From an optimization exercise on the open Yosys and OpenROAD flow, aimed at small area and a short achievable clock period; shortcuts taken in it are not production practice.
At most, simulation tests tie the RTL to the original design; equivalence was not proved.
For runs 3 to 5, only the layout was checked, not whether the RTL still works.
In every run shown here, the design's own scripts or RTL, not TritonCTS, make the clock network.
The flow treats the clock pin as an ideal source. Dropping or thinning the clock tree relies on that and would not hold on a real chip.
No activity file was given, so power comes from the tool's default toggle rates.

**design/flow/design.v**
```verilog
`default_nettype none
package wrp_pkg;
    localparam logic [31:0] ID_RIFF_LE = 32'h4646_4952;
    localparam logic [31:0] ID_RIFF_SW = 32'h5249_4646;
    localparam logic [31:0] ID_FMT_LE  = 32'h2074_6D66;
    localparam logic [31:0] ID_FMT_SW  = 32'h666D_7420;
    localparam logic [31:0] ID_DATA_LE = 32'h6174_6164;
    localparam logic [31:0] ID_DATA_SW = 32'h6461_7461;
    localparam logic [31:0] TAG_WAVE   = 32'h4556_4157;
    localparam logic [4:0] WORD_BYTES    = 5'd4;
    localparam logic [4:0] FMT_TAG_END   = 5'd1;
    localparam logic [4:0] FMT_CHAN_END  = 5'd3;
    localparam logic [4:0] FMT_RATE_END  = 5'd7;
    localparam logic [4:0] FMT_BITS_END  = 5'd15;
    localparam logic [4:0] FMT_FIELD_SAT = 5'd16;
    localparam logic [15:0] PCM_TAG   = 16'd1;
    localparam logic [15:0] BITS_8    = 16'd8;
    localparam logic [15:0] BITS_16   = 16'd16;
    localparam logic [15:0] CHAN_MONO = 16'd1;
    localparam logic [15:0] CHAN_STEREO = 16'd2;
    localparam logic [1:0] KIND_FORMAT = 2'd0;
    localparam logic [1:0] KIND_SAMPLE = 2'd1;
    localparam logic [1:0] KIND_ERROR  = 2'd2;
    localparam logic [2:0] ERR_NONE      = 3'd0;
    localparam logic [2:0] ERR_NO_RIFF   = 3'd1;
    localparam logic [2:0] ERR_NO_WAVE   = 3'd2;
    localparam logic [2:0] ERR_NO_FMT    = 3'd3;
    localparam logic [2:0] ERR_NOT_PCM   = 3'd4;
    localparam logic [2:0] ERR_BAD_CHAN  = 3'd5;
    localparam logic [2:0] ERR_BAD_BITS  = 3'd6;
    localparam logic [2:0] ERR_NO_DATA   = 3'd7;
    typedef struct packed {
        logic [1:0]  out_kind;
        logic [15:0] sample_word;
        logic [1:0]  channel_count;
        logic [4:0]  sample_bits;
        logic [31:0] sample_rate_hz;
        logic [2:0]  error_code;
        logic        last_of_file;
    } result_t;
    typedef struct packed {
        logic    valid;
        result_t data;
    } push_t;
    function automatic logic [31:0] swap32(input logic [31:0] v);
        swap32 = {v[7:0], v[15:8], v[23:16], v[31:24]};
    endfunction
    function automatic logic [2:0] format_check(
        input logic [15:0] tag,
        input logic [15:0] chans,
        input logic [15:0] bits
    );
        if (tag != PCM_TAG)
            format_check = ERR_NOT_PCM;
        else if (chans != CHAN_MONO && chans != CHAN_STEREO)
            format_check = ERR_BAD_CHAN;
        else if (bits != BITS_8 && bits != BITS_16)
            format_check = ERR_BAD_BITS;
        else
            format_check = ERR_NONE;
    endfunction
endpackage
`default_nettype wire
`default_nettype none
module wav_riff_stream_parser (
    input  wire             clk,
    input  wire             rst_n,
    input  wire             bytes_valid,
    output wire             bytes_ready,
    input  wire  [7:0]      bytes_in_byte,
    input  wire             bytes_end_of_file,
    output wire             results_valid,
    input  wire             results_ready,
    output wire  [1:0]      results_out_kind,
    output wire  [15:0]     results_sample_word,
    output wire  [1:0]      results_channel_count,
    output wire  [4:0]      results_sample_bits,
    output wire  [31:0]     results_sample_rate_hz,
    output wire  [2:0]      results_error_code,
    output wire             results_last_of_file
);
    localparam logic [1:0] KIND_FORMAT = wrp_pkg::KIND_FORMAT;
    localparam logic [1:0] KIND_SAMPLE = wrp_pkg::KIND_SAMPLE;
    localparam logic [1:0] KIND_ERROR  = wrp_pkg::KIND_ERROR;
    localparam logic [5:0] PH_HDR   = 6'b000001;
    localparam logic [5:0] PH_CHK   = 6'b000010;
    localparam logic [5:0] PH_FMT   = 6'b000100;
    localparam logic [5:0] PH_SKIP  = 6'b001000;
    localparam logic [5:0] PH_DATA  = 6'b010000;
    localparam logic [5:0] PH_DRAIN = 6'b100000;
    logic [1:0]  step;
    logic        ready_q;
    logic        ready_o;             
    logic        proc;                
    logic        dec;                 
    logic        outv;
    logic [5:0]  phase;
    logic [4:0]  cnt;
    logic        swapped;
    logic        seen;
    logic [7:0]  r0, r1, r2, r3;      
    logic [7:0]  c0, c1, c2, c3;      
    logic        rb, cb, kb;          
    logic        rza, a1, a2;         
    logic        rz;                  
    logic        cl;                  
    logic        clt3;                
    logic        ma, mb;              
    logic        tagok;
    logic [1:0]  chan_q;
    logic [1:0]  bits_q;              
    logic [31:0] rate_q;
    logic [15:0] word_q;
    logic        eof_q;
    logic        cand0;               
    logic        r_load, c_load;      
    logic [1:0]  kind_q;
    logic [2:0]  err_q;
    logic        last_q;
    logic        emit_q, clrf_q;
    assign bytes_ready            = ready_o;
    assign results_valid          = outv;
    assign results_out_kind       = kind_q;
    assign results_sample_word    = word_q;
    assign results_channel_count  = chan_q;
    assign results_sample_bits    = {bits_q, 3'b000};
    assign results_sample_rate_hz = rate_q;
    assign results_error_code     = err_q;
    assign results_last_of_file   = last_q;
    logic st0, st3, upd0, pfin;
    assign st0  = (step == 2'd0);
    assign st3  = (step == 2'd3);
    assign upd0 = proc && st0;
    assign pfin = proc && st3;
    logic ph_hdr, ph_chk, ph_fmt, ph_skip, ph_data;
    assign ph_hdr  = phase[0];
    assign ph_chk  = phase[1];
    assign ph_fmt  = phase[2];
    assign ph_skip = phase[3];
    assign ph_data = phase[4];
    logic        b16;
    logic        data8;
    logic        hsel;
    logic [7:0]  b;
    logic [1:0]  k;
    logic [1:0]  tgt;
    assign b16   = bits_q[1];
    assign data8 = ph_data && !b16;
    assign hsel  = (cnt[0] ^ swapped) &&
                   ((ph_fmt && (cnt[4:2] != 3'd1)) || (ph_data && b16));
    assign b     = word_q[7:0];
    assign k     = cnt[1:0];
    assign tgt   = cnt[1:0] ^ {swapped, swapped};
    logic f1, f2, f8, f16;
    assign f1  = (word_q == 16'd1);
    assign f2  = (word_q == 16'd2);
    assign f8  = (word_q == 16'd8);
    assign f16 = (word_q == 16'd16);
    logic       r_dec, c_dec;
    logic       r_bin, c_bin, k_bin;
    logic       accept, nxt_proc;
    logic [7:0] r_alu, c_alu, w_sl;
    logic [7:0] r_bw, c_bw;
    logic [7:0] w_lt, w_gt;
    logic       k_lt;
    assign accept   = ready_q && bytes_valid;
    assign nxt_proc = accept || (proc && !st3);
    assign r_dec    = !rz && ((ph_hdr && cnt[3]) || ph_chk || ph_fmt || ph_skip);
    assign c_dec    = ph_fmt || ph_skip || ph_data;
    assign r_bin = rb;
    assign c_bin = cb;
    assign k_bin = kb && !st0;
    always_comb
    begin
        for (int i = 0; i < 8; i++)
        begin
            r_bw[i] = r_bin && ((r3 & ((8'd1 << i) - 8'd1)) == 8'd0);
            c_bw[i] = c_bin && ((c3 & ((8'd1 << i) - 8'd1)) == 8'd0);
        end
    end
    assign r_alu = r_load ? b : (r3 ^ r_bw);
    assign c_alu = c_load ? b : (c3 ^ c_bw);
    assign w_sl = c_load ? b : c3;
    assign w_lt = ~w_sl & r3;
    assign w_gt = w_sl & ~r3;
    logic [3:0] lt2, gt2;
    logic [1:0] lt4, gt4;
    logic       lt8, gt8;
    always_comb
    begin
        for (int i = 0; i < 4; i++)
        begin
            lt2[i] = w_lt[2*i+1] || (!w_gt[2*i+1] && w_lt[2*i]);
            gt2[i] = w_gt[2*i+1] || (!w_lt[2*i+1] && w_gt[2*i]);
        end
        for (int i = 0; i < 2; i++)
        begin
            lt4[i] = lt2[2*i+1] || (!gt2[2*i+1] && lt2[2*i]);
            gt4[i] = gt2[2*i+1] || (!lt2[2*i+1] && gt2[2*i]);
        end
        lt8 = lt4[1] || (!gt4[1] && lt4[0]);
        gt8 = gt4[1] || (!lt4[1] && gt4[0]);
    end
    assign k_lt = lt8 || (!gt8 && k_bin);
    logic zr, zc, zc1, zc2;
    assign zr  = r_load ? (b == 8'd0) : ((r3[7:1] == 7'd0) && (r3[0] == r_bin));
    assign zc  = c_load ? (b == 8'd0) : ((c3[7:1] == 7'd0) && (c3[0] == c_bin));
    assign zc1 = c_load ? (b[7:1] == 7'd0) :
                 c_bin  ? ((c3[7:2] == 6'd0) && (c3[1] ^ c3[0])) : (c3[7:1] == 7'd0);
    assign zc2 = c_load ? (b[7:2] == 6'd0) :
                 c_bin  ? (((c3[7:3] == 5'd0) && (c3[2:0] != 3'd0)) || (c3 == 8'd4))
                        : (c3[7:2] == 6'd0);
    logic wz1, wlt3;
    assign wz1     = a1 && zc;
    assign wlt3    = a2 && zc && !(c2[1] && c2[0]);
    always_ff @(posedge clk)
    begin
        r0 <= r_alu;
        r1 <= r0;
        r2 <= r1;
        r3 <= r2;
        c0 <= c_alu;
        c1 <= c0;
        c2 <= c1;
        c3 <= c2;
        rb <= st3 ? (accept && r_dec) : (r_bw[7] && !r3[7]);
        cb <= st3 ? (accept && c_dec) : (c_bw[7] && !c3[7]);
        kb <= k_lt;
        r_load <= nxt_proc && ph_hdr && (cnt[3:2] == 2'd1) && ((step + 2'd1) == tgt);
        c_load <= nxt_proc && ph_chk && cnt[2] && ((step + 2'd1) == tgt);
        rza <= (st0 || rza) && zr;
        a1  <= st0 ? zc1 : (a1 && zc);
        a2  <= st0 ? zc2 : (a2 && zc);
        if (st3)
        begin
            rz   <= rza && zr;
            cl   <= wz1;
            clt3 <= wlt3;
        end
    end
    logic       cand;
    logic [7:0] e_a;
    assign cand = (k != 2'd0) ? mb : cand0;
    always_comb
    begin
        e_a = 8'h00;
        if (ph_hdr && cnt[3])
        begin
            case (k)             
                2'd0: e_a = 8'h57;
                2'd1: e_a = 8'h41;
                2'd2: e_a = 8'h56;
                default: e_a = 8'h45;
            endcase
        end
        else
        begin
            case ({ph_hdr, swapped && !ph_hdr, cand, k})
                5'b10000: e_a = 8'h52;
                5'b10001: e_a = 8'h49;
                5'b10010: e_a = 8'h46;
                5'b10011: e_a = 8'h46;
                5'b10100: e_a = 8'h46;
                5'b10101: e_a = 8'h46;
                5'b10110: e_a = 8'h49;
                5'b10111: e_a = 8'h52;
                5'b00000: e_a = 8'h66;
                5'b00001: e_a = 8'h6D;
                5'b00010: e_a = 8'h74;
                5'b00011: e_a = 8'h20;
                5'b00100: e_a = 8'h64;
                5'b00101: e_a = 8'h61;
                5'b00110: e_a = 8'h74;
                5'b00111: e_a = 8'h61;
                5'b01000: e_a = 8'h20;
                5'b01001: e_a = 8'h74;
                5'b01010: e_a = 8'h6D;
                5'b01011: e_a = 8'h66;
                5'b01100: e_a = 8'h61;
                5'b01101: e_a = 8'h74;
                5'b01110: e_a = 8'h61;
                default:  e_a = 8'h64;
            endcase
        end
    end
    logic mlo, mhi;
    always_ff @(posedge clk)
    begin
        mlo <= (b[3:0] == e_a[3:0]);
        mhi <= (b[7:4] == e_a[7:4]);
        if (proc && (step == 2'd1) && id_byte)
            ma <= ((k == 2'd0) || ma) && mlo && mhi;
    end
    logic id_byte, fmt_start, rate_wr;
    assign id_byte   = (ph_hdr && (cnt[3:2] != 2'd1)) || (ph_chk && !cnt[2]);
    assign fmt_start = ph_chk && (cnt == 5'd7) && ma && !mb && !seen;
    assign rate_wr   = upd0 && ph_fmt && (cnt[4:2] == 3'd1);
    logic d_hdr_r, d_hdr_w, d_hdr3, d_hdr11, d_chk0z, d_chk_adv, d_sz;
    logic d_fmt15, d_fmtlt15, d_fmtge16, d_skip, d_d8, d_d16lo, d_d16hi, d_drain;
    assign d_hdr3    = ph_hdr && (cnt == 5'd3);
    assign d_hdr11   = ph_hdr && (cnt == 5'd11);
    assign d_hdr_w   = ph_hdr && (cnt >= 5'd7) && (cnt <= 5'd10);
    assign d_hdr_r   = ph_hdr && (cnt <= 5'd6) && (cnt != 5'd3);
    assign d_chk0z   = ph_chk && (cnt == 5'd0) && rz;
    assign d_chk_adv = ph_chk && (cnt <= 5'd6) && !((cnt == 5'd0) && rz);
    assign d_sz      = ph_chk && (cnt == 5'd7);
    assign d_fmt15   = ph_fmt && (cnt == 5'd15);
    assign d_fmtlt15 = ph_fmt && (cnt < 5'd15);
    assign d_fmtge16 = ph_fmt && cnt[4];
    assign d_skip    = ph_skip;
    assign d_d8      = ph_data && !b16;
    assign d_d16lo   = ph_data && b16 && !cnt[0];
    assign d_d16hi   = ph_data && b16 && cnt[0];
    assign d_drain   = phase[5];
    logic s_hdr_r, s_hdr_w, s_hdr3, s_hdr11, s_chk0z, s_chk_adv, s_sz;
    logic s_fmt15, s_fmtlt15, s_fmtge16, s_skip, s_d8, s_d16lo, s_d16hi, s_drain;
    logic ok;
    assign s_hdr_r   = d_hdr_r;
    assign s_hdr_w   = d_hdr_w;
    assign s_hdr3    = d_hdr3;
    assign s_hdr11   = d_hdr11;
    assign s_chk0z   = d_chk0z;
    assign s_chk_adv = d_chk_adv;
    assign s_fmt15   = d_fmt15;
    assign s_fmtlt15 = d_fmtlt15;
    assign s_fmtge16 = d_fmtge16;
    assign s_skip    = d_skip;
    assign s_d8      = d_d8;
    assign s_d16lo   = d_d16lo;
    assign s_d16hi   = d_d16hi;
    assign s_drain   = d_drain;
    always_ff @(posedge clk)
    begin
        s_sz      <= d_sz;
        ok        <= tagok && (chan_q != 2'd0) && (bits_q != 2'd0);
    end
    logic chanz;
    assign chanz = (chan_q == 2'd0);
    logic emit_ne, emit_e, emit, sample, format, last;
    logic g_a, g_1, g_2, g_f, g_7;
    logic [2:0] err;
    logic [1:0] kind;
    assign emit_ne = (s_hdr3 && !ma) || (s_hdr11 && !ma) || s_chk0z ||
                     s_fmt15 || (s_fmtlt15 && cl) || s_d8 || s_d16hi;
    assign emit_e  = !s_drain;
    assign emit    = eof_q ? emit_e : emit_ne;
    assign sample  = s_d8 || s_d16hi;
    assign format  = s_fmt15 && ok && !eof_q;
    assign kind    = sample ? KIND_SAMPLE : format ? KIND_FORMAT : KIND_ERROR;
    assign last    = eof_q || !((s_fmt15 && ok) || (s_d8 && !cl) || (s_d16hi && !clt3));
    assign g_a   = s_chk0z || s_chk_adv || s_fmtge16 || s_skip ||
                   (s_hdr11 && ma) || (s_fmtlt15 && !cl);           
    assign g_1   = s_hdr3 || s_hdr_r;
    assign g_2   = (s_hdr11 && !ma) || s_hdr_w;
    assign g_f   = (s_fmt15 && !ok) || (s_fmtlt15 && cl);            
    assign g_7   = (s_fmt15 && ok && eof_q) || s_d16lo;
    assign err[2] = (g_a && seen) || g_f || g_7;
    assign err[1] = g_a || g_2 || (g_f && tagok && !chanz) || g_7;
    assign err[0] = g_a || g_1 || (g_f && tagok && chanz) || g_7;
    logic go_drain, go_chk;
    logic [5:0] ph_n;
    logic [4:0] cnt_n, cnt_inc;
    logic c_inc, c_one, c_zero;
    assign go_drain = (emit_ne && !sample && !(s_fmt15 && ok)) ||
                      (s_d8 && cl) || (s_d16hi && clt3);
    assign go_chk   = (s_hdr11 && ma) || (((s_fmt15 && ok) || s_fmtge16 || s_skip) && cl);
    assign ph_n     = go_drain ? PH_DRAIN : go_chk ? PH_CHK : phase;
    assign cnt_inc = cnt + 5'd1;
    assign c_inc   = s_hdr_r || s_hdr_w || s_hdr3 || s_chk_adv || s_fmtlt15 ||
                     (s_fmt15 && !(ok && cl));
    assign c_one   = s_d16lo;
    assign c_zero  = s_hdr11 || (s_fmt15 && ok && cl) || (s_fmtge16 && cl) || s_d16hi;
    assign cnt_n   = c_inc ? cnt_inc : c_one ? 5'd1 : c_zero ? 5'd0 : cnt;
    logic fmtk, datk, othk;
    logic sz_wz, sz_ed, sz_tb, sz_emit;
    logic [2:0] sz_err;
    logic [5:0] sz_ph;
    assign fmtk   = ma && !mb && !seen;
    assign datk   = ma && mb;
    assign othk   = !fmtk && !datk;
    assign sz_wz  = cl && !c3[0];
    assign sz_ed  = b16 ? cl : sz_wz;
    assign sz_tb  = c0[7] || (!kb && !sz_wz);
    assign sz_emit = fmtk ? (sz_wz || eof_q) :
                     datk ? (!seen || (eof_q && !sz_ed)) :
                            (sz_tb || eof_q);
    assign sz_err  = fmtk ? (sz_wz ? 3'd4 : 3'd3) : {seen, 2'b11};
    assign sz_ph   = fmtk ? (sz_wz ? PH_DRAIN : PH_FMT) :
                     datk ? ((!seen || sz_ed) ? PH_DRAIN : PH_DATA) :
                            (sz_tb ? PH_DRAIN : sz_wz ? PH_CHK : PH_SKIP);
    always_ff @(posedge clk or negedge rst_n)
    begin
        if (!rst_n)
        begin
            step    <= 2'd0;
            ready_q <= 1'b0;
            proc    <= 1'b0;
            dec     <= 1'b0;
            outv    <= 1'b0;
            phase   <= PH_HDR;
            cnt     <= 5'd0;
            swapped <= 1'b0;
            seen    <= 1'b0;
        end
        else
        begin
            step    <= step + 2'd1;
            ready_q <= (step == 2'd2) && !proc && !dec && !(outv && !results_ready);
            if (ready_q && bytes_valid)
                proc <= 1'b1;
            else if (st3)
                proc <= 1'b0;
            dec <= pfin;
            if (dec)
                outv <= s_sz ? sz_emit : emit_q;
            else if (results_ready)
                outv <= 1'b0;
            if ((pfin && !s_sz) || (dec && s_sz))
            begin
                if (eof_q)
                begin
                    phase   <= PH_HDR;
                    cnt     <= 5'd0;
                    swapped <= 1'b0;
                    seen    <= 1'b0;
                end
                else if (s_sz)
                begin
                    phase   <= sz_ph;
                    cnt     <= 5'd0;
                end
                else
                begin
                    phase   <= ph_n;
                    cnt     <= cnt_n;
                    if (s_hdr3)
                        swapped <= mb;
                    if (s_fmt15 && ok)
                        seen <= 1'b1;
                end
            end
        end
    end
    always_ff @(posedge clk)
        ready_o <= (step == 2'd2) && !proc && !dec && !(outv && !results_ready);
    always_ff @(posedge clk)
    begin
        if (ready_q)
        begin
            eof_q  <= bytes_end_of_file;
            cand0  <= ph_hdr  ? bytes_in_byte[2] :
                      swapped ? bytes_in_byte[0] : !bytes_in_byte[1];
            if (data8)
                word_q <= {8'd0, bytes_in_byte};
            else if (hsel)
                word_q[15:8] <= bytes_in_byte;
            else
                word_q[7:0] <= bytes_in_byte;
        end
        else if (dec && (s_sz || (emit_q && (kind_q != KIND_SAMPLE))))
            word_q <= 16'd0;
        if (upd0)
        begin
            if (id_byte)
                mb <= cand;
            if (fmt_start)
                tagok <= 1'b0;
            else if (ph_fmt && (cnt == 5'd1))
                tagok <= f1;
        end
        if (pfin)
        begin
            emit_q <= emit;
            clrf_q <= s_sz ? !seen : (emit && !(seen || (s_fmt15 && ok)));
            kind_q <= kind;
            err_q  <= err;
            last_q <= last;
        end
        else if (dec && s_sz)
        begin
            kind_q <= KIND_ERROR;
            err_q  <= sz_err;
            last_q <= 1'b1;
        end
        if (dec && clrf_q)
        begin
            chan_q <= 2'd0;
            bits_q <= 2'd0;
            rate_q <= 32'd0;
        end
        else
        begin
            if (upd0 && fmt_start)
            begin
                chan_q <= 2'd0;
                bits_q <= 2'd0;
            end
            else if (upd0 && ph_fmt && (cnt == 5'd3))
                chan_q <= {f2, f1};
            else if (upd0 && ph_fmt && (cnt == 5'd15))
                bits_q <= {f16, f8};
            if (rate_wr && tgt == 2'd0)
                rate_q[7:0]   <= b;
            if (rate_wr && tgt == 2'd1)
                rate_q[15:8]  <= b;
            if (rate_wr && tgt == 2'd2)
                rate_q[23:16] <= b;
            if (rate_wr && tgt == 2'd3)
                rate_q[31:24] <= b;
        end
    end
endmodule
`default_nettype wire
```
**design/flow/flow/run.sh**
```bash
#!/bin/bash
# The standard layout (the standard.sh: standard synthesis and ORFS flow),
# with two changes: the port buffers are buf_1 cells, and the clock tree is
# two levels of clock buffers built by flow/pre_cts.tcl instead of
# TritonCTS, whose root buffer drives leaves spread over the whole die. Each tool's full output stays in ORFS's own logs
# under orfs/logs; make's output goes to flow_make.log here.
set -euo pipefail
here=$(pwd)
bash standard.sh "BUFFER_PORTS_ARGS=-buffer_cell sky130_fd_sc_hd__buf_1" \
  "PRE_CTS_TCL=$here/flow/pre_cts.tcl" finish > flow_make.log 2>&1
```
**design/flow/config.mk**
```make
export PLATFORM = sky130hd
export DESIGN_NAME = wav_riff_stream_parser
export DESIGN_NICKNAME = wav_riff_stream_parser
export VERILOG_FILES = /design/flow/design.v
export SDC_FILE = /design/flow/constraint.sdc
export NUM_CORES = 4
export LEC_CHECK = 0
export ABC_AREA = 1
export CAP_MARGIN = 20
export CORE_MARGIN = 2
export CORE_UTILIZATION = 40
export SETUP_SLACK_MARGIN = 3.75
export SLEW_MARGIN = 20
```
**design/flow/flow/mytree2.tcl**
```tcl
proc kmeans { pts nb } {
  # pts: list of {id x y}; returns list of cluster index per point
  set n [llength $pts]
  set sorted [lsort -integer -index 1 $pts]
  set cx {}; set cy {}
  for {set k 0} {$k < $nb} {incr k} {
    set s [lindex $sorted [expr {int(($k + 0.5) * $n / $nb)}]]
    lappend cx [lindex $s 1]; lappend cy [lindex $s 2]
  }
  set assign {}
  for {set iter 0} {$iter < 40} {incr iter} {
    set sx [lrepeat $nb 0.0]; set sy [lrepeat $nb 0.0]; set sc [lrepeat $nb 0]
    set assign {}
    foreach s $pts {
      lassign $s id x y
      set best 0; set bd 1e18
      for {set k 0} {$k < $nb} {incr k} {
        set dx [expr {$x - [lindex $cx $k]}]; set dy [expr {$y - [lindex $cy $k]}]
        set d [expr {$dx*$dx + $dy*$dy}]
        if {$d < $bd} { set bd $d; set best $k }
      }
      lappend assign $best
      lset sx $best [expr {[lindex $sx $best] + $x}]
      lset sy $best [expr {[lindex $sy $best] + $y}]
      lset sc $best [expr {[lindex $sc $best] + 1}]
    }
    for {set k 0} {$k < $nb} {incr k} {
      if {[lindex $sc $k] > 0} {
        lset cx $k [expr {int([lindex $sx $k] / [lindex $sc $k])}]
        lset cy $k [expr {int([lindex $sy $k] / [lindex $sc $k])}]
      }
    }
  }
  return [list $assign $cx $cy]
}

proc add_buf { block master name innet x y } {
  set buf [odb::dbInst_create $block $master $name]
  set net [odb::dbNet_create $block "${name}_net"]
  $net setSigType CLOCK
  [$buf findITerm A] connect $innet
  [$buf findITerm X] connect $net
  $buf setLocation $x $y
  $buf setPlacementStatus PLACED
  return $net
}

proc my_clock_tree2 { ntop leaf topcell leafcell } {
  set block [ord::get_db_block]
  set db [ord::get_db]
  set clknet [$block findNet clk]
  set sinks {}
  set i 0
  foreach it [$clknet getITerms] {
    lassign [[$it getInst] getLocation] x y
    lappend sinks [list $i $x $y]
    lappend iterms $it
    incr i
  }
  lassign [kmeans $sinks $ntop] top cx cy
  set mtop [$db findMaster $topcell]
  set mleaf [$db findMaster $leafcell]
  set nleaves 0
  for {set t 0} {$t < $ntop} {incr t} {
    set members {}
    foreach s $sinks a $top { if {$a == $t} { lappend members $s } }
    if {[llength $members] == 0} { continue }
    set tnet [add_buf $block $mtop "clkbuf_top_$t" $clknet [lindex $cx $t] [lindex $cy $t]]
    set nl [expr {int(ceil([llength $members] / double($leaf)))}]
    lassign [kmeans $members $nl] sub lx ly
    for {set l 0} {$l < $nl} {incr l} {
      set mine {}
      foreach s $members a $sub { if {$a == $l} { lappend mine [lindex $s 0] } }
      if {[llength $mine] == 0} { continue }
      set lnet [add_buf $block $mleaf "clkbuf_leaf_${t}_$l" $tnet [lindex $lx $l] [lindex $ly $l]]
      incr nleaves
      foreach i $mine {
        set it [lindex $iterms $i]
        $it disconnect
        $it connect $lnet
      }
    }
  }
  puts "my_clock_tree2: [llength $sinks] sinks, $ntop top buffers, $nleaves leaf buffers"
}
```
**design/flow/flow/pre_cts.tcl**
```tcl
# Sourced by ORFS's cts.tcl before clock tree synthesis (PRE_CTS_TCL).
# Replaces TritonCTS's tree by a shallower balanced one: the clock port drives
# four top buffers (one per k-means cluster of flip-flops), each of which
# drives leaf buffers, one per sub-cluster of at most 20 flip-flops.
source [file join [file dirname [info script]] mytree2.tcl]
my_clock_tree2 4 20 sky130_fd_sc_hd__clkbuf_16 sky130_fd_sc_hd__clkbuf_8
rename clock_tree_synthesis triton_clock_tree_synthesis
proc clock_tree_synthesis { args } {
  puts "clock_tree_synthesis: tree built by pre_cts.tcl, TritonCTS not run"
  set_propagated_clock [all_clocks]
}
```
**design/flow/standard.sh**
```bash
#!/bin/bash
# synth_recipe.tcl (not shown) runs the flow's synth.tcl, then flattens the netlist and writes it again
# the make line also repeats each setting of config.mk as NAME=value (left out here)
make -C /OpenROAD-flow-scripts/flow DESIGN_CONFIG=/design/flow/config.mk WORK_HOME=/design/flow/orfs CLKGATE_MAP_FILE= SYNTH_SCRIPT=/design/flow/synth_recipe.tcl "${@:-finish}"
```
**design/flow/constraint.sdc**
```tcl
create_clock -name core_clock -period 6.0 [get_ports {clk}]
set_input_delay 1.2000 -clock core_clock [delete_from_list [all_inputs] [get_ports {clk}]]
set_output_delay 1.2000 -clock core_clock [all_outputs]
set_load 0.01 [all_outputs]
```
==> run summary, run 1 <==
outcome finished clean; RR Startpoint cnt[0]$_DFFE_PN0P_; Startpoint Class flop; logic gate share of total power under 10%; Int Power around 1.5 mW; Synth Register Bits 164; area grow syn2layout 12.1%; Reg area about 3700 sq um; max FFs per register 32; hold buffers post-CTS 0; peak supply drop ~0.00019 V; Fillers 1,724; Worst path depth 1; antenna cells 0; Sw Share 23.4%; worst path arrival time 980 ps; met3 wire len 784 microns; Maximum Capacitance Violations 0; Final Hold Viols 0; DP HPWL 13,600 microns; Syn. warnings 1; Max Used Layer met4; LEAKAGE 3.41 nW; Fmax 0.458 GHz; Reg-to-Reg End phase[1]$_DFFE_PN0P_; die area 18,600 sq um; gpl congestion approximately 0.95; final-stage net count 951; minimum clock period 2180 ps; Clk pin slew, worst setup/hold paths 110 ps; Slew Limit Fails 0; cell row count 48; syn_area_per_cell 8.39 sq um; share of power burned in registers 60.3%; ys async rst share 11.6%; share of cells above drive strength 1 9.26%; Min-Delay Path Class reg2reg; worst hold slack 321 ps; vias in the first global route ~5,500; Crit Path Class reg2out; synthesized instance count between 800 and 900; initial core utilization 40.6%; Initial DRC Count 254; met1 WL 8870 microns; setup_tns 0 ps; die extent in y 136 microns; drt total wl 18,400 microns; FF-to-FF setup slack slightly below 4000 ps; Top Registers rate_q: 32 flops, word_q: 16 flops; Synth Flop Type dfxtp_1; Avg Vias per Cell 5.08; clk latency of the worst-skew pair 290 ps; Hold Crit Depth 0; Clock power frac a little under a third; IO Port Bufs 72; largest net degree at the start of global routing 35; Die W 136 microns; Max FO, Critical Path 2; crit-path cells buf_1; slowest stage delay, CP 520 ps; Hold EP r3[6]$_DFF_P_; routed via count 5,811; largest register by flop count rate_q; Slew @ Worst Pin 632 ps; crit end category output pin; total grt overflow 0; metal2 WL about 8000 microns; Slowest cell on crit path edfxtp_1; multi-input logic area 2820 sq um; Total GRT Usage 19.8%; initial antenna violation count 0; Slew HR 57.8%; final setup vio count 0; CP Data Required Time 4800 ps; HP Start r2[6]$_DFF_P_; number of I/O pins 76; Cell Area, Synth 7010 sq um; Clock Skew 29.4 ps; Pre-Repair DR Iteration Count 5; first-pass GRT wire length 29,000 microns; Worst Path Buf+Inv 1; RSZ-0062 raised after global routing true; DRC viols 0; synth unique cells between 50 and 60; reg2reg path depth 12; sequential area share after synthesis 52.8%; WL/cell around 16 microns; core area 17,200 sq um; most frequent cells in the layout nand2_1 (160), dfxtp_1 (113), nor2_1 (90), inv_1 (86), buf_1 (71); EDFF count, synth 32; CP top delay family flip-flops; part of the cycle the worst path needs 36.4%; PD cells approximately 250 nW/um^2; antenna-violating nets left 0; P_sw 0.452 mW; most common cell after layout, fill and taps aside nand2_1
[kinds of logic (layout without fill, tap and decap cells)]
group                      after synthesis  count (layout)  share of synthesized area (%)
AOI/OAI and AO/OA                      170             170                           13.3
xor gates and xnor gates                 5               5                          0.839
other                                    1               3                         0.0535
and+or+nand+nor                        352             353                           21.9
adders and majority gates               18              18                           3.21
DFF                                    164             164                           52.8
buffers and inverters                  125             205                           7.89
[worst max-delay path by stage]
stage / to / from / slack (ps)
detailed placement: err_q[2]$_DFFE_PP_ / cnt[0]$_DFFE_PN0P_ / 3500
global placement: err_q[0]$_DFFE_PP_ / cnt[0]$_DFFE_PN0P_ / 3570
global route: phase[2]$_DFFE_PN0P_ / cnt[0]$_DFFE_PN0P_ / 3730
finish: results_sample_word[2] / word_q[2]$_SDFFCE_PN0P_ / 3820
floorplan: err_q[2]$_DFFE_PP_ / cnt[1]$_DFFE_PN0P_ / 3900
CTS: rate_q[1]$_SDFFE_PP0P_ / step[0]$_DFF_PN0_ / 3750
[cell usage after synthesis, types with 2 or more instances]
cell / n / share of area, %
dfrtp_1: 18 / 6.4
edfxtp_1: 32 / 14
or2_2: 2 / 0.18
nor3_1: 9 / 0.64
o21ai_1: 17 / 1.2
nand3_1: 48 / 3.4
xnor2_2: 2 / 0.46
nor2_2: 3 / 0.27
clkinv_2: 4 / 0.29
xnor2_1: 2 / 0.25
buf_2: 4 / 0.29
o21a_1: 4 / 0.43
nand2_1: 165 / 8.8
a31oi_1: 7 / 0.63
ha_1: 18 / 3.2
inv_1: 89 / 4.8
dfxtp_1: 113 / 32
a21oi_1: 48 / 3.4
nor4_1: 4 / 0.36
buf_6: 5 / 0.80
a21boi_0: 2 / 0.21
o22ai_1: 3 / 0.27
clkbuf_1: 6 / 0.32
o31ai_1: 2 / 0.21
nor2_1: 90 / 4.8
nand2_2: 3 / 0.27
o21ai_0: 72 / 5.1
nand4_1: 15 / 1.3
inv_2: 8 / 0.43
buf_4: 6 / 0.64
nand3_2: 5 / 0.71
o211ai_1: 6 / 0.64
[layer usage]
| metal | GRT usage (%) | vias to the layer above |
|---|---|---|
| li1 | - | 2912 |
| met1 | 27.7 | 2717 |
| met2 | 31.7 | 145 |
| met3 | 2.42 | 37 |
| met4 | 6.71 | 0 |
| met5 | 0 | - |
[area by class of cell]
class	instances	area share (%)
Sequential cell	164	47.2
Buffer	15	3.20
Inverter	103	5.07
Tap cell	225	3.59
Multi-Input combinational cell	549	36.0
Timing Repair Buffer	87	4.99
[per-stage QoR]
step	cell area (sq um)	total power [mW]	setup slack (ps)	util [%]	instances
final	7850	1.93	3820	45.5	1143
after global routing	7850	2.01	3730	45.5	1143
after CTS	7760	1.94	3750	45.0	1139
after detailed placement	7410	1.35	3500	43.0	1112
after global placement	7410	1.34	3570	43.0	1112
after floorplan	7010	1.29	3900	-	837
[power groups by stage]
stage,clock network (mW),logic (mW),registers [mW]
after global routing,0.653,0.195,1.16
after floorplan,0,0.117,1.18
after detailed placement,0,0.151,1.19
final,0.589,0.175,1.16
after global placement,0,0.150,1.19
after CTS,0.608,0.171,1.16
[timing repair]
action	4_1_cts	5_1_grt
setup buffers	12	2
cloned	0	1
setup endpoints to repair	26	57
gates resized for setup	4	19
pin swaps	0	4
==> inputs of run 2 (changes only) <==
==> design/flow/flow/pre_cts.tcl (replaced) <==
# Sourced by ORFS's cts.tcl before clock tree synthesis (PRE_CTS_TCL).
# Replaces TritonCTS's tree by a shallower balanced one: the clock port drives
# four top buffers (one per k-means cluster of flip-flops), each of which
# drives leaf buffers, one per sub-cluster of at most 16 flip-flops.
source [file join [file dirname [info script]] mytree2.tcl]
my_clock_tree2 4 16 sky130_fd_sc_hd__clkbuf_8 sky130_fd_sc_hd__clkbuf_8
rename clock_tree_synthesis triton_clock_tree_synthesis
proc clock_tree_synthesis { args } {
  puts "clock_tree_synthesis: tree built by pre_cts.tcl, TritonCTS not run"
  set_propagated_clock [all_clocks]
}
--- a/design/flow/config.mk
+++ b/design/flow/config.mk
@@ -6,8 +6,8 @@
 export NUM_CORES = 4
 export LEC_CHECK = 0
 export ABC_AREA = 1
-export CAP_MARGIN = 20
+export CAP_MARGIN = 0
 export CORE_MARGIN = 2
 export CORE_UTILIZATION = 40
 export SETUP_SLACK_MARGIN = 3.75
-export SLEW_MARGIN = 20
+export SLEW_MARGIN = 0
==> run 2 against run 1 <==
  * Utilization down 0.26 points
  * Largest power group unchanged
  * Final area down 0.57%
  * Largest cell class unchanged
  * Synthesized cell count unchanged
  * Critical path depth unchanged
==> run summary, run 2 <==
outcome finished clean; worst hold slack 329 ps; antenna-violating nets left 0; Max FO, Critical Path 2; DP Worst Slack 3500 ps; Syn. warnings 1; largest register by flop count rate_q; Startpoint Class flop; initial antenna violation count 0; synth unique cells between 50 and 60; Clk pin slew, worst setup/hold paths about 100 ps; largest net degree at the start of global routing 35; Avg Vias per Cell about 5; cell row count between 40 and 50; routed via count 5,808; final setup vio count 0; share of cells above drive strength 1 9.26%; Synth top cells by count nand2_1 (165), dfxtp_1 (113), nor2_1 (90), inv_1 (89), o21ai_0 (72); final instance area between 7000 and 8000 sq um; Maximum Capacitance Violations 0; die area 18,600 sq um; WL/cell around 16 microns; metal2 WL 8050 microns; first-pass GRT wire length 29,100 microns; LEAKAGE ~3.4 nW; Slew HR 28.7%; Final Hold Viols 0; share of the synthesized area in the top cell type 32.3%; most frequent cells in the layout nand2_1 (160), dfxtp_1 (113), nor2_1 (90), inv_1 (86), buf_1 (72); DP HPWL 13,600 microns; area grow syn2layout 11.4%; Synth Register Bits 164; CP top delay family flip-flops; met1 WL 8810 microns; Clock power frac 29.1%; Fillers 1,728; met3 wire len 799 microns; antenna cells 0; PD cells 242 nW/um^2; hold buffers post-CTS 0; initial core utilization about two fifths; Max Used Layer met4; P_sw 0.453 mW; number of I/O pins 76; Power Total 1.89 mW; Min-Delay Path Class reg2reg; Top Registers rate_q: 32 flops, word_q: 16 flops; crit end category output pin; Synth Flop Type dfxtp_1; multi-input logic area approximately 2800 sq um; DP Area 7410 sq um; minimum clock period 2190 ps; slack of the critical path ~3800 ps; EDFF count, synth 32; Clock Skew 39.8 ps; worst path arrival time 990 ps; Int Power 1.43 mW; most common cell after layout, fill and taps aside nand2_1; final-stage net count around 950; synthesized instance count around 840; crit-path cells buf_1; setup_tns 0 ps; DRC viols 0; Final Core Density 45.3%; Fmax 0.456 GHz; most frequent cell after synthesis nand2_1; Sw Share 24.0%; sequential area share after synthesis 52.8%; total grt overflow 0; Slowest cell on crit path edfxtp_1; vias in the first global route 5,513; part of the cycle the worst path needs 36.6%; syn_area_per_cell 8.39 sq um; Placed Instances 1,112; max FFs per register 32; logic gate share of total power 9.3%; drt total wl 18,400 microns; Non-Filler Instances 1,143; ys async rst share 11.6%; peak supply drop roughly 0.00022 V; slowest stage delay, CP between 500 and 600 ps; clk latency of the worst-skew pair 310 ps; Die W 136 microns; die extent in y 136 microns; Reg area 3700 sq um; IO Port Bufs a little over 70; share of power burned in registers 61.6%; gpl congestion 0.948; Crit Path Class reg2out; CP Data Required Time 4800 ps; post-synth top area cell dfxtp_1; Total GRT Usage between 15 and 20%; Slew Limit Fails 0; Initial DRC Count 325; Cell Area, Synth about 7000 sq um; Slew @ Worst Pin 1070 ps; Worst Path Buf+Inv 1; core area 17,200 sq um; ranking of synthesized cells by area dfxtp_1 (32%), edfxtp_1 (14%), nand2_1 (8.8%); RSZ-0062 raised after global routing true; Pre-Repair DR Iteration Count 5
==> run 2: cell families after synthesis <==
family | synth area share [%]
and+or+nand+nor | 21.9
DFF | 52.8
other | 0.0535
xor gates and xnor gates | 0.839
adders and majority gates | 3.21
buffers and inverters | 7.89
AOI/OAI and AO/OA | 13.3
==> run 2: final cells by class <==
type                       count  area share [%]
sequential                   164            47.5
multi-input combinational    549            36.2
inverter                     103            5.10
timing repair buffer          86            4.81
tap                          225            3.61
buffer                        16            2.82
==> run 2: metal layers <==
layer  vias up  GRT usage [%]
met5         -              0
met4         0           6.94
met3        37           2.42
met2       145           31.6
met1      2713           27.7
li1       2913              -
==> run 2: worst paths after layout <==
| path | start | to | slack [ps] | cells past startpoint |
|---|---|---|---|---|
| min reg2reg | c2[6]$_DFF_P_ | c3[6]$_DFF_P_ | 330 | 0 |
| max reg2reg | cnt[0]$_DFFE_PN0P_ | phase[1]$_DFFE_PN0P_ | 3890 | 12 |
| max | word_q[2]$_SDFFCE_PN0P_ | results_sample_word[2] | 3810 | 1 |
| max in group asynchronous | rst_n | cnt[3]$_DFFE_PN0P_ | 4220 | 1 |
| min | c2[6]$_DFF_P_ | c3[6]$_DFF_P_ | 330 | 0 |
| min in group asynchronous | rst_n | step[1]$_DFF_PN0_ | 1070 | 1 |
==> run 2: timing repair <==
| action | CTS | global route |
|---|---|---|
| gates resized for setup | 4 | 20 |
| setup endpoints to repair | 30 | 50 |
| setup buffers | 12 | 2 |
| pin swaps | 1 | 4 |
| gates cloned | 0 | 1 |
==> run 2: power groups by stage <==
stage | registers (mW) | logic [mW] | clock network (mW)
floorplan | 1.18 | 0.117 | 0
global placement | 1.19 | 0.150 | 0
detailed placement | 1.19 | 0.151 | 0
CTS | 1.16 | 0.171 | 0.566
global route | 1.16 | 0.195 | 0.611
finish | 1.16 | 0.175 | 0.548
==> inputs of run 3 (changes only) <==
--- a/design/flow/design.v
+++ b/design/flow/design.v
@@ -111,6 +111,7 @@
     logic [1:0]  bits_q;              
     logic [31:0] rate_q;
     logic [15:0] word_q;
+    logic [7:0]  b_q;                 
     logic        eof_q;
     logic        cand0;               
     logic        r_load, c_load;      
@@ -148,14 +149,14 @@
     assign data8 = ph_data && !b16;
     assign hsel  = (cnt[0] ^ swapped) &&
                    ((ph_fmt && (cnt[4:2] != 3'd1)) || (ph_data && b16));
-    assign b     = word_q[7:0];
+    assign b     = b_q;
     assign k     = cnt[1:0];
     assign tgt   = cnt[1:0] ^ {swapped, swapped};
     logic f1, f2, f8, f16;
-    assign f1  = (word_q == 16'd1);
-    assign f2  = (word_q == 16'd2);
-    assign f8  = (word_q == 16'd8);
-    assign f16 = (word_q == 16'd16);
+    assign f1  = ({word_q[15:8], b_q} == 16'd1);
+    assign f2  = ({word_q[15:8], b_q} == 16'd2);
+    assign f8  = ({word_q[15:8], b_q} == 16'd8);
+    assign f16 = ({word_q[15:8], b_q} == 16'd16);
     logic       r_dec, c_dec;
     logic       r_bin, c_bin, k_bin;
     logic       accept, nxt_proc;
@@ -456,6 +457,8 @@
                 word_q[15:8] <= bytes_in_byte;
             else
                 word_q[7:0] <= bytes_in_byte;
+            if (!hsel)
+                b_q <= bytes_in_byte;
         end
         else if (dec && (s_sz || (emit_q && (kind_q != KIND_SAMPLE))))
             word_q <= 16'd0;
==> design/flow/flow/pre_cts.tcl (replaced) <==
# Sourced by ORFS's cts.tcl before clock tree synthesis (PRE_CTS_TCL).
# Replaces TritonCTS's tree by a shallower balanced one: the clock port drives
# four top buffers (one per k-means cluster of flip-flops), each of which
# drives leaf buffers, one per sub-cluster of at most 14 flip-flops.
source [file join [file dirname [info script]] mytree2.tcl]
my_clock_tree2 4 14 sky130_fd_sc_hd__clkbuf_8 sky130_fd_sc_hd__clkbuf_8
rename clock_tree_synthesis triton_clock_tree_synthesis
proc clock_tree_synthesis { args } {
  puts "clock_tree_synthesis: tree built by pre_cts.tcl, TritonCTS not run"
  set_propagated_clock [all_clocks]
}
--- a/design/flow/config.mk
+++ b/design/flow/config.mk
@@ -6,8 +6,8 @@
 export NUM_CORES = 4
 export LEC_CHECK = 0
 export ABC_AREA = 1
-export CAP_MARGIN = 0
+export CAP_MARGIN = 20
 export CORE_MARGIN = 2
 export CORE_UTILIZATION = 40
-export SETUP_SLACK_MARGIN = 3.75
-export SLEW_MARGIN = 0
+export SETUP_SLACK_MARGIN = 3.8
+export SLEW_MARGIN = 20
==> run 3 against run 2 <==
  * Synthesized cell count is 0.48% higher
  * Register-to-register slack improved by 60 ps
  * Wire length unchanged
  * Worst hold slack worse by 12 ps
  * Clock power is 11% higher
  * Critical path type unchanged
==> run summary, run 3 <==
outcome finished clean; multi-input logic area between 2000 and 3000 sq um; first-pass GRT wire length 29,100 microns; antenna-violating nets left 0; DP Worst Slack between 3000 and 4000 ps; total grt overflow 0; Pre-Repair DR Iteration Count 5; routed via count 5,910; slack of the critical path 3860 ps; Slew Limit Fails 0; EDFF count, synth 40; Setup crit start bits_q[1]$_SDFFE_PP0P_; Reg area between 3000 and 4000 sq um; Hold Crit Depth 0; Max FO, Critical Path 6; share of cells above drive strength 1 9.32%; die area 19,200 sq um; peak supply drop roughly 0.00016 V; antenna cells 0; area grow syn2layout 12.6%; largest net degree at the start of global routing 34; Maximum Capacitance Violations 0; Top Registers rate_q: 32 flops, word_q: 16 flops; synthesized instance count 839; share of the synthesized area in the top cell type between 30% and 40%; most frequent cells in the layout nand2_1 (156), dfxtp_1 (112), inv_1 (91), nor2_1 (90), o21ai_0 (73); slowest stage delay, CP 470 ps; Worst Path Buf+Inv 1; Die W 139 microns; crit-path cells buf_1; Fmax 0.466 GHz; Initial DRC Count 516; ranking of synthesized cells by area dfxtp_1 (31%), edfxtp_1 (17%), nand2_1 (8.2%); Placed Instances around 1,100; WL/cell 15.9 microns; Slowest cell on crit path dfxtp_1; ys async rst share 11.0%; DRC viols 0; Avg Vias per Cell about 5; die extent in y 139 microns; CP Data Required Time about 4800 ps; vias in the first global route 5,516; final-stage net count roughly 960; Power Total approximately 2 mW; initial core utilization approximately 40%; cell row count 49; synth unique cells 47; Hold EP r1[5]$_DFF_P_; FF-to-FF setup slack slightly below 4000 ps; DP HPWL 13,500 microns; most common cell after layout, fill and taps aside nand2_1; number of I/O pins 76; core area 17,900 sq um; reg2reg path depth 9; CP top delay family flip-flops; final setup vio count 0; Syn. warnings 1; largest register by flop count rate_q; clk latency of the worst-skew pair 310 ps; Clock Skew 44.9 ps; DP Area roughly 7700 sq um; max FFs per register 32; final instance area approximately 8200 sq um; gpl congestion 0.919; drt total wl between 15,000 and 20,000 microns; RR Startpoint cnt[1]$_DFFE_PN0P_; Cell Area, Synth 7260 sq um; Clk pin slew, worst setup/hold paths about 90 ps; hold buffers post-CTS 0; RSZ-0062 raised after global routing true; sequential area share after synthesis 54.3%; Fillers 1,792; Total GRT Usage 18.3%; Crit Path Class reg2out; Slew HR approximately 30%; Non-Filler Instances 1,152; Min-Delay Path Class reg2reg; worst hold slack 317 ps; Slew @ Worst Pin approximately 1000 ps; Final Core Density 45.7%; post-synth top area cell dfxtp_1; Synth top cells by count nand2_1 (159), dfxtp_1 (113), inv_1 (94), nor2_1 (91), o21ai_0 (73); part of the cycle the worst path needs 35.7%; LEAKAGE ~3.4 nW; Synth Flop Type dfxtp_1; PD cells 244 nW/um^2; syn_area_per_cell 8.65 sq um; Startpoint Class flop; IO Port Bufs 72; Reg-to-Reg End err_q[1]$_DFFE_PP_; crit end category output pin; minimum clock period 2140 ps; worst path arrival time 940 ps; Synth Register Bits roughly 170; initial antenna violation count 0; most frequent cell after synthesis nand2_1; setup_tns 0 ps; HP Start r0[5]$_DFF_P_; Final Hold Viols 0
-- run 3: changes by cell type after synthesis, sizes merged, moves of 3 or more --
cell	change
a21oi	+5
a31oi	+3
clkinv	-4
edfxtp	+8
nand2	-6
nor3	+10
o211ai	-4
o21ai	-4
-- run 3: final cells by class --
cell class / count / share of cell area (%)
inverter: 99 / 4.67
timing repair buffer: 88 / 5.10
tap: 229 / 3.51
buffer: 18 / 3.03
multi-input combinational: 546 / 35.4
sequential: 172 / 48.3
-- run 3: worst max-delay path by stage --
stage	slack [ps]	end	cells past startpoint
floorplan	3890	phase[3]$_DFFE_PN0P_	14
global placement	3510	mlo$_DFF_P_	14
detailed placement	3440	phase[5]$_DFFE_PN0P_	13
CTS	3780	mlo$_DFF_P_	14
global route	3760	b_q[1]$_DFFE_PP_	6
finish	3860	results_sample_bits[4]	1
-- run 3: repair_timing --
item,in CTS,in global routing
gates cloned,1,0
gates resized for setup,10,21
pin swaps,6,3
endpoints found under the setup margin,68,64
setup buffers,11,5
-- run 3: power by group --
part	leakage (nW)	internal [mW]	switching, mW
registers	1.52	1.20	0.0192
logic	1.79	0.0580	0.108
clock network	0.129	0.271	0.339
-- run 3: cell families (layout without fill, tap and decap cells) --
kind of cell               after synthesis  after routing  synth area share (%)
other                                    1              3                0.0516
DFF                                    172            172                  54.3
and+or+nand+nor                        350            351                  21.2
xor gates and xnor gates                 6              6                  1.24
AOI/OAI and AO/OA                      168            168                  12.8
buffers and inverters                  124            205                  7.36
adders and majority gates               18             18                  3.10
-- run 3: metal layers --
metal	share of wire [%]	vias to the layer above	GRT usage (%)
li1	-	2951	-
met1	47	2753	25.8
met2	47	177	31.3
met3	5.0	29	1.86
met4	1.9	0	3.24
met5	0	-	0
==> inputs of run 4 (changes only) <==
--- a/design/flow/config.mk
+++ b/design/flow/config.mk
@@ -9,5 +9,5 @@
 export CAP_MARGIN = 20
 export CORE_MARGIN = 2
 export CORE_UTILIZATION = 40
-export SETUP_SLACK_MARGIN = 3.8
+export SETUP_SLACK_MARGIN = 4.0
 export SLEW_MARGIN = 20
==> run 4 against run 3 <==
  * Synthesized cell count did not move
  * Via count grew 2.7%
  * Utilization is 3.7 points higher
  * Die area unchanged
  * Critical path type unchanged
  * Critical endpoint is now results_sample_word[15]
==> run summary, run 4 <==
outcome finished clean; WL/cell 15.9 microns; Slew HR 60.7%; final-stage net count between 900 and 1,000; minimum clock period 2070 ps; most frequent cell after synthesis nand2_1; part of the cycle the worst path needs between 30 and 40%; cell row count 49; Startpoint Class flop; Slew @ Worst Pin 587 ps; Initial DRC Count 586; LEAKAGE 3.91 nW; post-synth top area cell dfxtp_1; share of power burned in registers 60.1%; die area 19,200 sq um; Fillers approximately 1,700; final setup vio count 0; EDFF count, synth 40; Die W 139 microns; clk latency of the worst-skew pair 320 ps; crit end category output pin; drt total wl 18,800 microns; Max FO, Critical Path 2; ranking of synthesized cells by area dfxtp_1 (31%), edfxtp_1 (17%), nand2_1 (8.2%); initial core utilization 40.6%; final instance area 8830 sq um; Fmax between 0.4 and 0.5 GHz; largest register by flop count rate_q; share of the synthesized area in the top cell type a little under a third; Reg area between 3000 and 4000 sq um; initial antenna violation count 1; most frequent cells in the layout nand2_1 (145), nor2_1 (86), dfxtp_1 (84), inv_1 (81), o21ai_0 (57); area grow syn2layout 21.7%; worst path arrival time slightly below 900 ps; Avg Vias per Cell 5.12; Pre-Repair DR Iteration Count 5; vias in the first global route 5,609; DP Worst Slack between 3000 and 4000 ps; multi-input logic area 3120 sq um; hold buffers post-CTS 0; P_sw 0.475 mW; Sw Share 23.5%; largest net degree at the start of global routing 34; DP Area approximately 7700 sq um; share of cells above drive strength 1 between 20% and 30%; Syn. warnings 1; Clock Skew 58.1 ps; setup_tns 0 ps; core area about 18,000 sq um; IO Port Bufs 72; Slowest cell on crit path edfxtp_1; antenna-violating nets left 0; max FFs per register 32; gpl congestion 0.937; ys async rst share 11.0%; antenna cells 0; Slew Limit Fails 0; DRC viols 0; synthesized instance count between 800 and 900; crit-path cells clkbuf_2; Top Registers rate_q: 32 flops, word_q: 16 flops; Int Power 1.55 mW; number of I/O pins 76; Cell Area, Synth slightly above 7000 sq um; Non-Filler Instances around 1,200; Synth Flop Type dfxtp_1; peak supply drop 0.000188 V; Placed Instances 1,117; PD cells 229 nW/um^2; slowest stage delay, CP roughly 420 ps; Synth top cells by count nand2_1 (159), dfxtp_1 (113), inv_1 (94), nor2_1 (91), o21ai_0 (73); die extent in y 139 microns; first-pass GRT wire length 29,500 microns; slack of the critical path ~3900 ps; routed via count 6,067; CP Data Required Time 4800 ps; sequential area share after synthesis 54.3%; Total GRT Usage 18.5%; CP top delay family flip-flops; DP HPWL between 10,000 and 15,000 microns; Maximum Capacitance Violations 0; synth unique cells 47; Final Hold Viols 0; RSZ-0062 raised after global routing true; Worst Path Buf+Inv 1; worst hold slack 320 ps; Synth Register Bits 172; total grt overflow 0; syn_area_per_cell 8.65 sq um; Min-Delay Path Class reg2reg; Crit Path Class reg2out; Clock power frac 29.7%; most common cell after layout, fill and taps aside nand2_1; logic gate share of total power 10.2%; Clk pin slew, worst setup/hold paths 100 ps
==> run 4: cell types whose count changed in the layout (fill, tap and decap cells not counted), sizes merged <==
cell	before	now
clkinvlp	2	3
clkbuf	19	52
inv	96	95
buf	87	86
nand2	163	164
==> run 4: through the flow <==
step / total power, mW / util, %
final: 2.02 / 49.4
after global routing: 2.11 / 49.4
after CTS: 1.99 / 45.9
after detailed placement: 1.39 / 42.8
after global placement: 1.39 / 42.8
after floorplan: 1.35 / -
==> run 4: kinds of logic after synthesis <==
kind of cell               after synthesis  synth area share, %
AOI/OAI and AO/OA                      168                 12.8
xor gates and xnor gates                 6                 1.24
adders and majority gates               18                 3.10
buffers and inverters                  124                 7.36
DFF                                    172                 54.3
other                                    1               0.0516
and+or+nand+nor                        350                 21.2
==> run 4: area by class of cell <==
class | instances | area share, %
Inverter | 99 | 4.45
Sequential cell | 172 | 45.2
Timing Repair Buffer | 120 | 9.01
Buffer | 18 | 2.80
Tap cell | 229 | 3.24
Multi-Input combinational cell | 547 | 35.3
==> run 4: final timing paths <==
path	start	end	slack, ps	cells after the start
worst max register to register	cnt[1]$_DFFE_PN0P_	phase[2]$_DFFE_PN0P_	3980	13
worst max-delay path	word_q[15]$_SDFFCE_PP0P_	results_sample_word[15]	3930	1
min in group asynchronous	rst_n	ready_q$_DFF_PN0_	820	1
worst min-delay path	r1[6]$_DFF_P_	r2[6]$_DFF_P_	320	0
worst min register to register	r1[6]$_DFF_P_	r2[6]$_DFF_P_	320	0
max in group asynchronous	rst_n	phase[0]$_DFFE_PN1P_	4800	1
==> run 4: power by group through the flow <==
stage / Sequential, mW / Combinational [mW] / Clock (mW)
2_1_floorplan: 1.23 / 0.112 / 0
3_3_place_gp: 1.25 / 0.145 / 0
6_report: 1.22 / 0.206 / 0.601
4_1_cts: 1.21 / 0.163 / 0.615
3_5_place_dp: 1.25 / 0.144 / 0
5_1_grt: 1.22 / 0.225 / 0.669
==> run 4: timing repair <==
item	4_1_cts	5_1_grt
resized for setup	57	149
pin swaps	6	21
setup buffers	16	32
gates cloned	1	1
endpoints found under the setup margin	124	135
hold endpoints to repair	0	0
==> run 4: metal layers <==
metal	share of wire (%)	wire, microns	track usage, %	vias up
li1	-	-	-	3020
met1	45	8480	26.6	2814
met2	47	8760	30.6	189
met3	6.0	1130	2.21	44
met4	2.4	456	3.46	0
met5	0	0	0	-
==> inputs of run 5 (changes only) <==
--- a/design/flow/design.v
+++ b/design/flow/design.v
@@ -111,7 +111,6 @@
     logic [1:0]  bits_q;              
     logic [31:0] rate_q;
     logic [15:0] word_q;
-    logic [7:0]  b_q;                 
     logic        eof_q;
     logic        cand0;               
     logic        r_load, c_load;      
@@ -149,14 +148,14 @@
     assign data8 = ph_data && !b16;
     assign hsel  = (cnt[0] ^ swapped) &&
                    ((ph_fmt && (cnt[4:2] != 3'd1)) || (ph_data && b16));
-    assign b     = b_q;
+    assign b     = word_q[7:0];
     assign k     = cnt[1:0];
     assign tgt   = cnt[1:0] ^ {swapped, swapped};
     logic f1, f2, f8, f16;
-    assign f1  = ({word_q[15:8], b_q} == 16'd1);
-    assign f2  = ({word_q[15:8], b_q} == 16'd2);
-    assign f8  = ({word_q[15:8], b_q} == 16'd8);
-    assign f16 = ({word_q[15:8], b_q} == 16'd16);
+    assign f1  = (word_q == 16'd1);
+    assign f2  = (word_q == 16'd2);
+    assign f8  = (word_q == 16'd8);
+    assign f16 = (word_q == 16'd16);
     logic       r_dec, c_dec;
     logic       r_bin, c_bin, k_bin;
     logic       accept, nxt_proc;
@@ -295,7 +294,7 @@
     logic id_byte, fmt_start, rate_wr;
     assign id_byte   = (ph_hdr && (cnt[3:2] != 2'd1)) || (ph_chk && !cnt[2]);
     assign fmt_start = ph_chk && (cnt == 5'd7) && ma && !mb && !seen;
-    assign rate_wr   = upd0 && ph_fmt && (cnt[4:2] == 3'd1);
+    assign rate_wr   = ready_q && ph_fmt && (cnt[4:2] == 3'd1);
     logic d_hdr_r, d_hdr_w, d_hdr3, d_hdr11, d_chk0z, d_chk_adv, d_sz;
     logic d_fmt15, d_fmtlt15, d_fmtge16, d_skip, d_d8, d_d16lo, d_d16hi, d_drain;
     assign d_hdr3    = ph_hdr && (cnt == 5'd3);
@@ -457,8 +456,6 @@
                 word_q[15:8] <= bytes_in_byte;
             else
                 word_q[7:0] <= bytes_in_byte;
-            if (!hsel)
-                b_q <= bytes_in_byte;
         end
         else if (dec && (s_sz || (emit_q && (kind_q != KIND_SAMPLE))))
             word_q <= 16'd0;
@@ -503,13 +500,13 @@
             else if (upd0 && ph_fmt && (cnt == 5'd15))
                 bits_q <= {f16, f8};
             if (rate_wr && tgt == 2'd0)
-                rate_q[7:0]   <= b;
+                rate_q[7:0] <= bytes_in_byte;
             if (rate_wr && tgt == 2'd1)
-                rate_q[15:8]  <= b;
+                rate_q[15:8] <= bytes_in_byte;
             if (rate_wr && tgt == 2'd2)
-                rate_q[23:16] <= b;
+                rate_q[23:16] <= bytes_in_byte;
             if (rate_wr && tgt == 2'd3)
-                rate_q[31:24] <= b;
+                rate_q[31:24] <= bytes_in_byte;
         end
     end
 endmodule
--- a/design/flow/config.mk
+++ b/design/flow/config.mk
@@ -9,5 +9,5 @@
 export CAP_MARGIN = 20
 export CORE_MARGIN = 2
 export CORE_UTILIZATION = 40
-export SETUP_SLACK_MARGIN = 4.0
+export SETUP_SLACK_MARGIN = 3.75
 export SLEW_MARGIN = 20
==> run 5 against run 4 <==
  * Fmax is 5.6% lower
  * Sequential power is 3% lower
  * Area after synthesis is 2.2% lower
  * Global-route usage is 0.15 points lower
  * Register-to-register slack worse by 50 ps
  * Final cell count is 2.1% lower
  * Final area is 11% lower
  * Wire length is 6.7% lower
  * Clock skew is 6.2 ps lower
  * Die area is 2.2% lower
  * Via count is 4.2% lower
  * Still clean
==> run summary, run 5 <==
share of cells above drive strength 1 10.1%; Fmax 0.456 GHz; outcome finished clean; largest net degree at the start of global routing 34; Non-Filler Instances 1,160; core area 17,300 sq um; Startpoint Class flop; Placed Instances between 1,000 and 1,500; part of the cycle the worst path needs 36.6%; Top Registers rate_q: 32 flops, word_q: 16 flops; initial antenna violation count 1; Total GRT Usage 18.4%; Slew Limit Fails 0; total grt overflow 0; routed via count between 5,000 and 6,000; max FFs per register 32; Final Hold Viols 0; Synth Register Bits 164; setup_tns 0 ps; most frequent cell after synthesis nand2_1; area grow syn2layout 11.2%; Synth top cells by count nand2_1 (165), dfxtp_1 (113), inv_1 (104), nor2_1 (84), o21ai_0 (66); final setup vio count 0; largest register by flop count rate_q; crit-path cells buf_1; minimum clock period 2190 ps; EDFF count, synth 32; DP Worst Slack 3540 ps; DRC viols 0; PD cells 247 nW/um^2; Synth Flop Type dfxtp_1; most frequent cells in the layout nand2_1 (164), dfxtp_1 (113), inv_1 (103), nor2_1 (84), buf_1 (71); CP Data Required Time roughly 4800 ps; Initial DRC Count 554; RSZ-0062 raised after global routing true; Avg Vias per Cell 5.01; share of the synthesized area in the top cell type 31.9%; Cell Area, Synth 7100 sq um; LEAKAGE 3.46 nW; most common cell after layout, fill and taps aside nand2_1; ys async rst share 11.6%; initial core utilization 41.0%; post-synth top area cell dfxtp_1; die area ~19,000 sq um; Power Total around 2 mW; worst hold slack ~310 ps; hold buffers post-CTS 0; grt met3 use 2.43%; DP HPWL 13,100 microns; cell row count 48; number of I/O pins 76; clk latency of the worst-skew pair 300 ps; Maximum Capacitance Violations 0; sequential area share after synthesis 52.1%; CP top delay family flip-flops; Die W 137 microns; syn_area_per_cell 8.35 sq um; IO Port Bufs 72; WL/cell 15.1 microns; crit end category output pin; ranking of synthesized cells by area dfxtp_1 (32%), edfxtp_1 (14%), nand2_1 (8.7%); drt total wl 17,600 microns; synthesized instance count 850; Crit Path Class reg2out; Slew @ Worst Pin 1070 ps; synth unique cells 52; Clock Skew 51.9 ps; global route hottest layer met2; GRT met1 Usage a little over a quarter; gpl congestion a little over 0.9; final-stage net count 967; slowest stage delay, CP between 500 and 600 ps; slack of the critical path between 3000 and 4000 ps; met2 Use GR 30.1%; worst path arrival time 990 ps; Min-Delay Path Class reg2reg; Slew HR 28.8%; peak supply drop 0.000206 V; vias in the first global route ~5,400; Pre-Repair DR Iteration Count 5; Slowest cell on crit path edfxtp_1; Worst Path Buf+Inv 1; Syn. warnings 1; Max FO, Critical Path 6; die extent in y 137 microns; first-pass GRT wire length 27,800 microns; Clk pin slew, worst setup/hold paths 70 ps; antenna-violating nets left 0
[run 5: cell count changes after synthesis, moves of 6 or more]
| cell | before | now |
|---|---|---|
| nand3_1 | 50 | 43 |
| nand2_1 | 159 | 165 |
| inv_1 | 94 | 104 |
| nor2_1 | 91 | 84 |
| buf_2 | 8 | 2 |
| edfxtp_1 | 40 | 32 |
| o21ai_0 | 73 | 66 |
| o21ai_2 | 3 | 10 |
[run 5: logic make-up after synthesis]
| kind of cell | synth area share, % |
|---|---|
| buffers and inverters | 8.58 |
| multiplexers | 0.141 |
| adder cells (fa/ha/maj) | 3.17 |
| AND/OR/NAND/NOR | 21.4 |
| flip-flops | 52.1 |
| XOR/XNOR | 0.493 |
| AO/OA/AOI/OAI | 14.1 |
| other | 0.0528 |
[run 5: through the flow]
step | util (%) | instance area, sq um
finish | 45.7 | 7900
floorplan | - | 7110
CTS | 44.9 | 7760
detailed placement | 43.3 | 7490
global route | 45.6 | 7890
global placement | 43.3 | 7490
[run 5: layout make-up]
type / count / area (sq um)
tap: 225 / 282
multi-input combinational: 549 / 2840
inverter: 116 / 444
antenna: 1 / 2.50
fill: 1755 / 9400
buffer: 17 / 234
timing repair buffer: 88 / 392
sequential: 164 / 3700
[run 5: what timing repair did]
| item | CTS | global route |
|---|---|---|
| endpoints found under the setup margin | 20 | 26 |
| gates resized for setup | 3 | 13 |
| buffers inserted | 5 | 11 |
[run 5: final timing paths]
kind                            cells past startpoint  slack [ps]                    start                      to
max in group asynchronous                           1        4740                    rst_n      cnt[3]$_DFFE_PN0P_
worst max-delay path                                1        3810  word_q[3]$_SDFFCE_PN0P_  results_sample_word[3]
worst max register to register                     12        3930       cnt[0]$_DFFE_PN0P_      cnt[1]$_DFFE_PN0P_
worst min register to register                      0         310            r1[0]$_DFF_P_           r2[0]$_DFF_P_
min in group asynchronous                           1         850                    rst_n        outv$_DFFE_PN0P_
worst min-delay path                                0         310            r1[0]$_DFF_P_           r2[0]$_DFF_P_
[run 5: routing by layer]
layer  wire length, microns  up-vias
met3                   1100       38
li1                       -     2949
met1                   8160     2656
met2                   7920      170
met4                    391        0
met5                      0        -
[run 5: power breakdown]
part / switching, mW / internal, mW / total (mW) / leakage, nW
logic: 0.128 / 0.0732 / 0.202 / 1.88
clock network: 0.315 / 0.256 / 0.571 / 0.122
registers: 0.0281 / 1.15 / 1.18 / 1.45
total: 0.472 / 1.48 / 1.95 / 3.46

re-timing with driven ports:
In the flow no input, the clock included, has a driving cell. The finished layouts below were timed again as built, in two steps.
Step 1 (the two cells are an assumption about what drives the block):
set clk [get_ports {clk}]
set_driving_cell -lib_cell sky130_fd_sc_hd__clkbuf_16 $clk
set_driving_cell -lib_cell sky130_fd_sc_hd__buf_2 [delete_from_list [all_inputs] $clk]
Step 2 also shifts input and output timing later by t, the mid clock arrival at the registers, as if the neighbouring blocks saw the same clock.
a / b / c = ideal ports / drivers / drivers and shift; a / b = the first two.
| run | t, ns | setup slack, ns | hold slack, ns | worst setup path at the end | pins driven straight from the clock port |
|---|---|---|---|---|---|
| run 1 | 0.369 | 3.819 / 3.726 / 3.885 | 0.321 / 0.321 / 0.321 | input to register | 4 |
| run 2 | 0.368 | 3.807 / 3.729 / 3.879 | 0.329 / 0.329 / 0.329 | input to register | 4 |
| run 3 | 0.364 | 3.856 / 3.780 / 3.778 | 0.317 / 0.317 / 0.317 | input to register | 4 |
| run 4 | 0.366 | 3.930 / 3.855 / 3.816 | 0.320 / 0.320 / 0.320 | input to register | 4 |
| run 5 | 0.363 | 3.807 / 3.726 / 3.882 | 0.306 / 0.306 / 0.306 | input to register | 4 |
After both steps every run listed still meets setup and hold. The setup slack of run 4, which loses most, moves by -0.075 ns with the drivers and by -0.114 ns with both steps.
